From an optimization exercise on the open Yosys and OpenROAD flow, aimed at small area, a short achievable clock period and few clock cycles; shortcuts taken in it are not production practice.
Function was checked by simulation only, so behaviour that the tests miss may differ from the original.

## exp/violet
// integer_matrix_multiply
module integer_matrix_multiply (
  input  wire                                   clk,
  input  wire                                   rst,
  input  wire                                   in_valid,
  output logic                                  in_ready,
  input  wire        [1:0]                      operation,
  input  wire        [2:0]                      row_index,
  input  wire        [2:0]                      col_index,
  input  wire signed [15:0]                     element_value,
  output logic                                  out_valid,
  input  wire                                   out_ready,
  output logic       [2:0]                      out_row,
  output logic       [2:0]                      out_col,
  output logic signed [imm_pkg::PROD_WIDTH-1:0] product_value,
  output logic                                  last,
  output logic                                  dim_error,
  input  wire                                   cfg_we,
  input  wire        [1:0]                      cfg_index,
  input  wire        [3:0]                      cfg_data
);
  logic [3:0] a_rows, a_cols, b_rows, b_cols;
  logic [2:0] ar1, ac1, br1, bc1;
  logic       err;
  always_ff @(posedge clk) begin
    if (rst) begin
      a_rows <= 4'd1;
      a_cols <= 4'd1;
      b_rows <= 4'd1;
      b_cols <= 4'd1;
    end else if (cfg_we) begin
      case (cfg_index)
        2'd0: a_rows <= cfg_data;
        2'd1: a_cols <= cfg_data;
        2'd2: b_rows <= cfg_data;
        default: b_cols <= cfg_data;
      endcase
    end
  end
  assign ar1 = imm_pkg::dim_m1(a_rows);
  assign ac1 = imm_pkg::dim_m1(a_cols);
  assign br1 = imm_pkg::dim_m1(b_rows);
  assign bc1 = imm_pkg::dim_m1(b_cols);
  assign err = (ac1 != br1);
  logic        rdy;
  logic        ir_v, sk_v;
  logic [1:0]  ir_op, sk_op;
  logic [2:0]  ir_r, ir_c, sk_r, sk_c;
  logic [15:0] ir_d, sk_d;
  logic        in_fire, ir_go, ir_take;
  assign in_ready = rdy;
  assign in_fire  = in_valid && rdy && !rst;
  logic       active, rb_ok;
  logic [2:0] ii, jj, ii_n, jj_n;
  logic [7:0] ii_oh, jj_oh;
  ...
Size: about 12000 cells after synthesis, about 3200 flip-flops, ~80 I/O pins, about 0.15 mm² of cells after synthesis.
Settings: LEC_CHECK=0, ABC_AREA=1, CAP_MARGIN=20, CORE_MARGIN=2, CORE_UTILIZATION=40, CTS_CLUSTER_DIAMETER=100, CTS_CLUSTER_SIZE=20, SLEW_MARGIN=20, TNS_END_PERCENT=10; clock period 10.0 ns.
standard.sh (not shown) runs the stock make flow with config.mk's settings and CLKGATE_MAP_FILE= SYNTH_SCRIPT=/design/flow/synth_recipe.tcl, a recipe that flattens the netlist after the stock synthesis.
==> flow/flow/run.sh <==
#!/bin/bash
# The standard layout, with the timing repair steps asked to leave more setup slack.
set -euo pipefail
bash standard.sh SETUP_SLACK_MARGIN=6.5 finish > standard.log 2>&1
exp/violet finished every step from synthesis to the final layout, and the layout passed the timing, DRC and antenna checks.
Testbench counts of exp/violet, summed over its fixed seeds: cycles 11,975.
Inputs modified between exp/violet and exp/yarrow:
- removing TNS_END_PERCENT (formerly 10)
-- flow/flow/run.sh --
<<< exp/violet, line 4
bash standard.sh SETUP_SLACK_MARGIN=6.5 finish > standard.log 2>&1
>>> exp/yarrow, line 4
bash standard.sh SETUP_SLACK_MARGIN=6.7 finish > standard.log 2>&1
==> notes.md <==
Slowest cell on the critical path: sky130_fd_sc_hd__fa_1 -> exp/violet, sky130_fd_sc_hd__dfxtp_4 -> exp/yarrow. Sort exp/violet and exp/yarrow by proportion of layout cells with a drive suffix above 1 asc -> top: exp/violet. Looking at final instance count without filler cells, exp/yarrow sits above exp/violet. Re area overhead of the layout relative to synthesis: exp/violet was lower than exp/yarrow.
Here is what was changed in the inputs of exp/sierra compared with exp/yarrow.
- PLACE_DENSITY newly set to 0.7
-- flow/flow/run.sh --
<<< exp/yarrow, line 4
bash standard.sh SETUP_SLACK_MARGIN=6.7 finish > standard.log 2>&1
>>> exp/sierra, line 4
bash standard.sh SETUP_SLACK_MARGIN=6.5 finish > standard.log 2>&1
Results
exp/sierra finished all stages; the layout is clean. exp/yarrow vs exp/sierra, launch point of the critical path: out_valid vs bcol[34]. Against exp/yarrow, number of cells upsized or downsized after cts in exp/sierra fell by more than half. Of exp/sierra and exp/yarrow, the higher critical path depth belongs to exp/sierra. Compared to exp/yarrow, exp/sierra has clock-buffer cell count 13 lower. Comparing exp/sierra with exp/yarrow, the portion of the layout cell area used by clock cells came out essentially unchanged. Route | exp/sierra vs exp/yarrow | wire shorter in exp/sierra. The total routing usage reported by global routing number comes out lower for exp/sierra vs exp/yarrow. exp/sierra vs exp/yarrow: total number of nets in the final design down by a few percent.
Input changes introduced in exp/umber (baseline for comparison: exp/sierra):
- CTS_CLUSTER_DIAMETER: 100 -> unset
- PLACE_DENSITY: 0.7 -> unset
- CTS_CLUSTER_SIZE: 20 -> unset
Findings:
Total of clock buffers placed in the layout for exp/umber is higher than for exp/sierra. As far as deepest clock path buffer count goes, exp/umber and exp/sierra are indistinguishable; the numbers are identical. Critical path buffer and inverter count, exp/sierra and exp/umber, higher one = exp/sierra. From exp/sierra to exp/umber the numbers moved as follows: cell area higher, global-route usage went up, setup slack shrank by 18 ps, non-clock buffer count -7.1%. exp/umber ended up with u_dot.p3_3[4] as its capturing element of the worst setup path; exp/sierra ended up with u_dot.p3_3[3]. Between exp/sierra and exp/umber, the sum of routed wire length over all layers is higher for exp/umber.

---

integer_matrix_multiply, a different RTL version from the one above (not shown whole).
Size: about 14000 cells after synthesis, about 3200 flip-flops, about 80 I/O pins.
clock: 10.0 ns
lec_check: 0
abc_area: 1
cap_margin: 20
core_margin: 2
core_utilization: 40
cts_buf_list: sky130_fd_sc_hd__clkbuf_8
cts_cluster_size: 20
slew_margin: 20
tns_end_percent: 10
==> flow/flow/run.sh <==
#!/bin/bash
# The standard layout, with the timing repair steps asked to leave more setup slack.
set -euo pipefail
bash standard.sh SETUP_SLACK_MARGIN=6.5 finish > standard.log 2>&1
Testbench counts at the start, summed over its fixed seeds: cycles 11,975.
==> next run, changes <==
--- a/flow/config.mk
+++ b/flow/config.mk
@@ -10,6 +10,3 @@
 export CORE_MARGIN = 2
 export CORE_UTILIZATION = 40
-export CTS_BUF_LIST = sky130_fd_sc_hd__clkbuf_8
-export CTS_CLUSTER_SIZE = 20
 export SLEW_MARGIN = 20
-export TNS_END_PERCENT = 10
After rerunning:
- The changed run passed the timing, DRC and antenna checks
- clock skew stays flat
- worst setup slack improved by 0.25 ns
- synthesized area does not change
- register-to-register slack improved by 0.25 ns
- wire length came out higher by a few percent
- clock-buffer cell count falls by 134
- sequential share of layout area decreases by 0.88 points
- final cell count decreases slightly
- critical path depth stays the same

[static timing again, ports no longer ideal]
The flow's constraints put no driver on any port. The routed layouts listed below were extracted and timed again, unchanged, in two steps. Step 1 (the two cells are an assumption about what drives the block):
set clk [get_ports {clk}]
set_driving_cell -lib_cell sky130_fd_sc_hd__clkbuf_16 $clk
set_driving_cell -lib_cell sky130_fd_sc_hd__buf_2 [delete_from_list [all_inputs] $clk]
Step 2 also shifts input and output timing later by t, the mid clock arrival at the registers, as if the neighbouring blocks saw the same clock. Three values: ideal, step 1, step 2; two values: the first two.
run	t, ns	setup slack, ns	clock arrival spread, ns	worst slew at a driven data input, ns
exp/violet	1.059	6.084 / 6.084 / 5.443	0.132 / 0.132	0.09
exp/yarrow	1.063	6.509 / 6.395 / 5.893	0.144 / 0.144	0.07
exp/sierra	1.038	6.377 / 6.377 / 5.612	0.131 / 0.130	0.07
exp/umber	1.065	6.359 / 6.359 / 5.627	0.107 / 0.107	0.08
the first run of note 2	1.318	6.144 / 6.121 / 5.477	0.119 / 0.119	0.11
the second run of note 2	1.060	6.391 / 6.352 / 5.733	0.112 / 0.112	0.12
After both steps every run listed still meets setup and hold. For exp/sierra, which loses most, drivers alone change the setup slack by 0.000 ns; drivers and shift together by -0.765 ns.
